This design comes from an exercise in tuning for small area and few clock cycles on the open sky130 flow, not from production work. Only simulation tests tie the RTL to the original design; equivalence was not proved.

Setup of job 4955:
// exec_cluster
module exec_cluster (
	input  logic        clk,
	input  logic        rst_n,
	input  logic        r_valid,
	input  logic [95:0] r_op,
	output logic        r_credit,
	input  logic        i_valid,
	input  logic [63:0] i_op,
	output logic        i_credit,
	output logic        wb_valid,
	output logic [36:0] wb
);
	logic                       acc_r;
	logic                       acc_i;
	logic [riscv_pkg::iq_w-1:0] i_new;
	logic [riscv_pkg::iq_w-1:0] i_head;
	logic [riscv_pkg::iq_w-1:0] i_sel;
	logic                       i_queued;
	logic                       i_empty_nx;
	logic                       take_i;
	logic                       push_i;
	logic                       pop_i;
	logic [31:0]                a;
	logic [31:0]                b;
	logic [2:0]                 f3;
	logic                       i30;
	logic                       i25;
	logic [4:0]                 rd;
	logic [31:0]                d;
	logic                       wb_now;
	logic                       fast;
  ...
For scale: about 250 flip-flops.
==> flow/config.mk <==
export PLATFORM = sky130hd
export DESIGN_NAME = exec_cluster
export DESIGN_NICKNAME = exec_cluster
export VERILOG_FILES = /design/flow/design.v
export SDC_FILE = /design/flow/constraint.sdc
export NUM_CORES = 4
export LEC_CHECK = 0
export ABC_AREA = 1
export CAP_MARGIN = 20
export CORE_MARGIN = 2
export CORE_UTILIZATION = 55
export GPL_TIMING_DRIVEN = 0
export SLEW_MARGIN = 20
==> flow/constraint.sdc <==
create_clock -name core_clock -period 6.0 [get_ports {clk}]
set_input_delay 1.2000 -clock core_clock [delete_from_list [all_inputs] [get_ports {clk}]]
set_output_delay 1.2000 -clock core_clock [all_outputs]
set_load 0.01 [all_outputs]
standard.sh (not shown) runs the stock make flow with config.mk's settings and CLKGATE_MAP_FILE= SYNTH_SCRIPT=/design/flow/synth_recipe.tcl, a recipe that flattens the netlist after the stock synthesis.
==> flow/flow/run.sh <==
#!/bin/bash
# Standard ORFS layout, with plain minimum-size buffers on the ports
# instead of the delay cells buffer_ports picks by default.
cp standard.sh standard_copy.txt
export BUFFER_PORTS_ARGS="-buffer_cell sky130_fd_sc_hd__buf_1"
bash standard.sh > standard.log 2>&1
Testbench counts of job 4955, summed over its fixed seeds: cycles 3,451.
#### Input delta (job 8818 over job 4955)
- removing GPL_TIMING_DRIVEN (formerly 0)
- setting CTS_CLUSTER_DIAMETER to 100 for the first time
- setting CTS_CLUSTER_SIZE to 24 for the first time
## What came out
Job 8818 vs job 4955, final weighted congestion in routability-driven placement went down by 0.095. Looking at detailed route wirelength on metal3, job 8818 sits about 27% below job 4955. Note that the total detailed-routing wirelength recorded for job 4955 amounts to 1.11 times the value seen in job 8818. Job 8818: done, clean on timing, DRC and antenna. Note that the routed length on met1 recorded for job 4955 amounts to 1.06 times the value seen in job 8818. In the route summary, job 8818 ends up with a via count below that of job 4955.
Edits applied to the flow inputs when going from job 8818 to job 9237:
- CORE_UTILIZATION: 55 -> 62
- Against job 8818, fmax in job 9237 came out better.
- Placed cell area (job 9237 over job 8818): decrease, 0.70%
- Compare job 8818 and job 9237 | non-clock buffer count lower: job 9237
- Share of the clock period used by the worst path after layout | job 9237 below job 8818
- Higher sequential share of cell area goes to job 9237 over job 8818.
- Routed metal-1 wire length ends up higher on job 8818.
For job 6424, these inputs were changed with respect to job 9237:
- removing CTS_CLUSTER_SIZE (formerly 24)
- changing CORE_UTILIZATION from 62 to 50
- removing CTS_CLUSTER_DIAMETER (formerly 100)
==> comparison <==
Job 6424 vs. job 9237: total wirelength of the detailed-routed design +6.4%; sequential share of layout area decreased 1.3 points; die area moved up; via count now sits lower. Job 6424 leaves less setup margin than job 9237. Looking only at effective utilization at floorplan, and setting everything else aside, the higher value of job 6424 and job 9237 goes to job 9237.

* * *

the baseline:
exec_cluster again, from the RTL that the note above started with.
Settings: LEC_CHECK=0, ABC_AREA=1, CAP_MARGIN=0, CORE_MARGIN=2, CORE_UTILIZATION=55, SLEW_MARGIN=0; clock period 6.0 ns.
Scripts as last shown in full above: flow/flow/run.sh
Testbench counts of the baseline, summed over its fixed seeds: cycles 3,451.
What the candidate does differently from the baseline at the input level:
Settings: a change of CAP_MARGIN from 0 to 20; a change of SLEW_MARGIN from 0 to 20; a change of CORE_UTILIZATION from 55 to 60.
==> comparison <==
Wire length after detailed routing, the candidate and the baseline: higher on the baseline. Delta (the candidate minus the baseline): number of synthesized register bits has remained practically unchanged; largest net degree at the start of global routing has increased. Re final hold violation count: no difference whatsoever between the candidate and the baseline. Length of routed met3 wiring delta for the candidate relative to the baseline: about 2% higher. Final area: the candidate vs the baseline, no meaningful difference.

* * *

Another version of the RTL of exec_cluster (not shown whole).
Size in the first run: about 2200 cells after synthesis, about 200 I/O pins.
// exec_cluster
module exec_cluster (
	input  logic        clk,
	input  logic        rst_n,
	input  logic        r_valid,
	input  logic [95:0] r_op,
	output logic        r_credit,
	input  logic        i_valid,
	input  logic [63:0] i_op,
	output logic        i_credit,
	output logic        wb_valid,
	output logic [36:0] wb
);
clock: 6.0 ns
lec_check: 0
abc_area: 1
cap_margin: 20
core_margin: 2
core_utilization: 40
slew_margin: 20
run.sh (not shown) runs the stock make flow with config.mk's settings and CLKGATE_MAP_FILE= SYNTH_SCRIPT=/design/flow/synth_recipe.tcl, a recipe that flattens the netlist after the stock synthesis.
Stock flow here: none of the scripts above is used.
Testbench counts at the start, summed over its fixed seeds: cycles 3,864.
Edit:
- ABC_AREA: 1 -> unset
Synthesized area grows by about 5%; synthesized cell count came out lower by about 18%; maximum frequency came out lower by 4.6%; setup slack got worse by 0.27 ns; global-route usage went up by 1.6 points; final area rose by about 6%; routed wire length rose by 11%; critical path depth rises by 1; first-iteration DRC count goes down by 17%; utilization rose by 0.63 points.

* * *

== rev 12 ==
The RTL this note starts from:
==> flow/design.v <==
package riscv_pkg;
	localparam int xlen    = 32;
	localparam int depth   = 4;                           
	localparam int iq_w    = 12 + 3 + 5 + xlen;           
endpackage
module op_queue #(
	parameter int width = riscv_pkg::iq_w
) (
	input  logic             clk,
	input  logic             rst_n,
	input  logic             push,
	input  logic [width-1:0] push_data,
	input  logic             pop,
	output logic [width-1:0] head,
	output logic             not_empty,
	output logic             empty_nx      
);
	logic [width-1:0] mem [4];
	logic [1:0]       rd_ptr;
	logic [2:0]       count;
	logic [1:0]       wr_ptr;
	logic [2:0]       count_nx;
	assign wr_ptr    = rd_ptr + count[1:0];
	assign head      = mem[rd_ptr];
	assign not_empty = (count != 3'd0);
	assign count_nx  = count + {2'b0, push} - {2'b0, pop};
	assign empty_nx  = (count_nx == 3'd0);
	always_ff @(posedge clk) begin
		if (push)
			mem[wr_ptr] <= push_data;
	end
	always_ff @(posedge clk or negedge rst_n) begin
		if (!rst_n) begin
			rd_ptr <= '0;
			count  <= '0;
		end else begin
			if (pop)
				rd_ptr <= rd_ptr + 2'd1;
			count <= count_nx;
		end
	end
endmodule
module r_type_alu (
	input  logic [31:0] a,          
	input  logic [31:0] b,          
	input  logic [2:0]  f3,         
	input  logic        i30,        
	input  logic        i25,        
	input  logic        is_i,       
	output logic [31:0] d
);
	logic        inv;
	logic [31:0] bb;
	logic [31:0] p;
	logic [31:0] g;
	logic [31:0] gg;
	logic [31:0] pp;
	logic [32:0] c;
	logic [31:0] sum;
	logic        lt;
	logic        ltu;
	logic        left;
	logic        fill;
	logic [31:0] sh [6];
	logic [31:0] shr;
	logic [31:0] shl;
	logic        legal;
	logic        s_add, s_sll, s_slt, s_sltu, s_xor, s_shr, s_or, s_and;
	assign inv = ~f3[2] & (f3[1] | (i30 & ~is_i));
	assign bb  = b ^ {32{inv}};
	assign p   = a ^ bb;
	assign g   = a & bb;
	always_comb begin
		gg    = g;
		pp    = p;
		gg[0] = g[0] | (p[0] & inv);
		for (int l = 0; l < 5; l++)
			for (int i = 0; i < 32; i++)
				if (((i + 1) % (1 << (l + 1))) == 0) begin
					gg[i] = gg[i] | (pp[i] & gg[i - (1 << l)]);
					pp[i] = pp[i] & pp[i - (1 << l)];
				end
		for (int l = 3; l >= 0; l--)
			for (int i = 0; i < 32; i++)
				if ((((i + 1) % (1 << (l + 1))) == (1 << l)) && (i >= (1 << (l + 1)))) begin
					gg[i] = gg[i] | (pp[i] & gg[i - (1 << l)]);
					pp[i] = pp[i] & pp[i - (1 << l)];
				end
	end
	assign c   = {gg, inv};
	assign sum = p ^ c[31:0];
	assign ltu = ~c[32];
	assign lt  = (a[31] ^ b[31]) ? a[31] : sum[31];
	assign left = ~f3[2];
	assign fill = i30 & a[31] & ~left;
	always_comb begin
		for (int k = 0; k < 32; k++)
			sh[0][k] = left ? a[31-k] : a[k];
		for (int s = 0; s < 5; s++)
			for (int k = 0; k < 32; k++)
				sh[s+1][k] = b[s] ? ((k + (1 << s) < 32) ? sh[s][k + (1 << s)] : fill) : sh[s][k];
		for (int k = 0; k < 32; k++)
			shl[k] = sh[5][31-k];
	end
	assign shr = sh[5];
	assign legal = is_i ? ~((f3 == 3'b001) & i30)
		: (~i25 & (~i30 | (f3 == 3'b000) | (f3 == 3'b101)));
	assign s_add  = legal & (f3 == 3'b000);
	assign s_sll  = legal & (f3 == 3'b001);
	assign s_slt  = legal & (f3 == 3'b010);
	assign s_sltu = legal & (f3 == 3'b011);
	assign s_xor  = legal & (f3 == 3'b100);
	assign s_shr  = legal & (f3 == 3'b101);
	assign s_or   = legal & (f3 == 3'b110);
	assign s_and  = legal & (f3 == 3'b111);
	assign d = ({32{s_add}} & sum) | ({32{s_sll}} & shl) | ({32{s_shr}} & shr)
		| ({32{s_xor}} & p) | ({32{s_or}} & (p | g)) | ({32{s_and}} & g)
		| {31'b0, (s_slt & lt) | (s_sltu & ltu)};
endmodule
module i_type_alu (
	input  logic [63:0]                 op,     
	output logic [riscv_pkg::iq_w-1:0] packed_op
);
	assign packed_op = {op[63:52], op[46:44], op[43:39], op[31:0]};
endmodule
module wb_arbiter (
	input  logic clk,
	input  logic rst_n,
	input  logic acc_r,         
	input  logic acc_i,         
	input  logic i_queued,      
	input  logic i_empty_nx,    
	output logic take_i,        
	output logic push_i,        
	output logic pop_i,         
	output logic r_credit,
	output logic i_credit,
	output logic wb_valid
);
	logic [2:0] owe_r;          
	logic [2:0] owe_r_acc;
	assign take_i   = ~acc_r & (acc_i | i_queued);
	assign pop_i    = ~acc_r & i_queued;
	assign push_i   = acc_i & (acc_r | i_queued);
	assign wb_valid = acc_r | take_i;
	assign i_credit  = take_i;
	assign owe_r_acc = owe_r + {2'b0, acc_r};
	assign r_credit  = (owe_r_acc != 3'd0) & (i_empty_nx | take_i);
	always_ff @(posedge clk or negedge rst_n) begin
		if (!rst_n)
			owe_r <= '0;
		else
			owe_r <= owe_r_acc - {2'b0, r_credit};
	end
endmodule
module exec_cluster (
	input  logic        clk,
	input  logic        rst_n,
	input  logic        r_valid,
	input  logic [95:0] r_op,
	output logic        r_credit,
	input  logic        i_valid,
	input  logic [63:0] i_op,
	output logic        i_credit,
	output logic        wb_valid,
	output logic [36:0] wb
);
	logic                       acc_r;
	logic                       acc_i;
	logic [riscv_pkg::iq_w-1:0] i_new;
	logic [riscv_pkg::iq_w-1:0] i_head;
	logic [riscv_pkg::iq_w-1:0] i_sel;
	logic                       i_queued;
	logic                       i_empty_nx;
	logic                       take_i;
	logic                       push_i;
	logic                       pop_i;
	logic [31:0]                a;
	logic [31:0]                b;
	logic [2:0]                 f3;
	logic                       i30;
	logic                       i25;
	logic [4:0]                 rd;
	logic [31:0]                d;
	logic                       wb_now;
	assign acc_r = r_valid & rst_n;
	assign acc_i = i_valid & rst_n;
	i_type_alu u_i_fields (
		.op        (i_op),
		.packed_op (i_new)
	);
	op_queue u_i_queue (
		.clk       (clk),
		.rst_n     (rst_n),
		.push      (push_i),
		.push_data (i_new),
		.pop       (pop_i),
		.head      (i_head),
		.not_empty (i_queued),
		.empty_nx  (i_empty_nx)
	);
	wb_arbiter u_arbiter (
		.clk        (clk),
		.rst_n      (rst_n),
		.acc_r      (acc_r),
		.acc_i      (acc_i),
		.i_queued   (i_queued),
		.i_empty_nx (i_empty_nx),
		.take_i     (take_i),
		.push_i     (push_i),
		.pop_i      (pop_i),
		.r_credit   (r_credit),
		.i_credit   (i_credit),
		.wb_valid   (wb_now)
	);
	assign i_sel = i_queued ? i_head : i_new;
	always_comb begin
		if (acc_r) begin
			a   = r_op[63:32];
			b   = r_op[31:0];
			f3  = r_op[78:76];
			i30 = r_op[94];
			i25 = r_op[89];
			rd  = r_op[75:71];
		end else begin
			a   = i_sel[31:0];
			b   = {{20{i_sel[51]}}, i_sel[51:40]};
			f3  = i_sel[39:37];
			i30 = i_sel[50];
			i25 = 1'b0;
			rd  = i_sel[36:32];
		end
	end
	r_type_alu u_alu (
		.a    (a),
		.b    (b),
		.f3   (f3),
		.i30  (i30),
		.i25  (i25),
		.is_i (~acc_r),
		.d    (d)
	);
	always_ff @(posedge clk or negedge rst_n) begin
		if (!rst_n)
			wb_valid <= 1'b0;
		else
			wb_valid <= wb_now;
	end
	always_ff @(posedge clk) begin
		wb <= {rd, d};
	end
endmodule
clock: 6.0 ns
lec_check: 0
abc_area: 1
cap_margin: 20
core_margin: 2
core_utilization: 50
slew_margin: 20
Testbench counts of rev 12, summed over its fixed seeds: cycles 3,864.
diff inputs: rev 12 => rev 13
Settings: CTS_BUF_LIST: unset -> sky130_fd_sc_hd__clkbuf_4 sky130_fd_sc_hd__clkbuf_8.
==> flow/flow/run.sh (new file) <==
#!/bin/bash
# Standard ORFS layout, with plain minimum-size buffers on the ports
# instead of the delay cells buffer_ports picks by default.
cp standard.sh standard_copy.txt
export BUFFER_PORTS_ARGS="-buffer_cell sky130_fd_sc_hd__buf_1"
bash standard.sh > standard.log 2>&1
==> flow/standard.sh (new file) <==
#!/bin/bash
# synth_recipe.tcl (not shown) runs the flow's synth.tcl, then flattens the netlist and writes it again
# the make line also repeats each setting of config.mk as NAME=value (left out here)
make -C /OpenROAD-flow-scripts/flow DESIGN_CONFIG=/design/flow/config.mk WORK_HOME=/design/flow/orfs CLKGATE_MAP_FILE= SYNTH_SCRIPT=/design/flow/synth_recipe.tcl "${@:-finish}"
removed: flow/run.sh
## What came out
- Re net count reported at finish: rev 12 was higher than rev 13.
- Rev 13 was carried through to the last stage, and its layout satisfied the timing, DRC and antenna checks.
- Rev 13: met1 wire length is 240 µm higher than what rev 12 reported.
- Compared to rev 12, rev 13 has total non-filler cell area in the finished layout 7.6% lower.
- Re buffer count excluding the clock tree in the final layout: rev 13 and rev 12 aren't equal, and the lower value belongs to rev 13.
- Diff rev 13 and rev 12: count of clock-buffer cells in the layout lower in rev 12
- When rev 13 is measured against rev 12, its final-layout non-clock buffer area share turns out 7.1 points lower.
- Looking at slowest stage cell on the critical path, the inv_1 result is from rev 13; the clkdlybuf4s50_1 one comes from rev 12.
- Rev 13 against rev 12: routed wire length went up 0.31%; post-route clock period utilization now sits lower; remaining max-slew budget at the tightest pin +2.6 points; critical path depth higher.

separate check: timing with driven ports:
How much do the figures lean on ideal ports? The routed layouts below were timed once more, with nothing changed but the port constraints. Step 1, drivers: a clkbuf_16 drives clk and a buf_2 each remaining input, both assumed. Step 2 times the ports against the registers' clock, not the clock port: input delays grow and output delays shrink by t, the midpoint of the rising clock arrivals with the driver on. a / b / c = ideal / step 1 / step 2; a / b = the first two.
run	shift t [ns]	setup WS [ns]	clock arrival spread, ns
job 4955	0.615	0.206 / 0.182 / -0.311	0.019 / 0.019
job 8818	0.557	0.231 / 0.203 / -0.018	0.030 / 0.030
job 9237	0.568	0.253 / 0.233 / -0.037	0.033 / 0.033
job 6424	0.633	0.184 / 0.127 / 0.142	0.022 / 0.023
the baseline	0.611	0.197 / 0.168 / -0.015	0.018 / 0.018
the candidate	0.605	0.217 / 0.186 / 0.174	0.017 / 0.017
the first run of note 3	0.630	0.515 / 0.493 / 0.230	0.043 / 0.042
the second run of note 3	0.619	0.250 / 0.226 / 0.033	0.023 / 0.023
rev 12	0.617	0.234 / 0.205 / -0.101	0.035 / 0.035
rev 13	0.612	0.479 / 0.504 / -0.108	0.031 / 0.032
With both steps, setup timing fails in 6 of these runs, where it was met with ideal ports. The setup slack of rev 13, which loses most, moves by +0.025 ns with the drivers and by -0.587 ns with both steps.
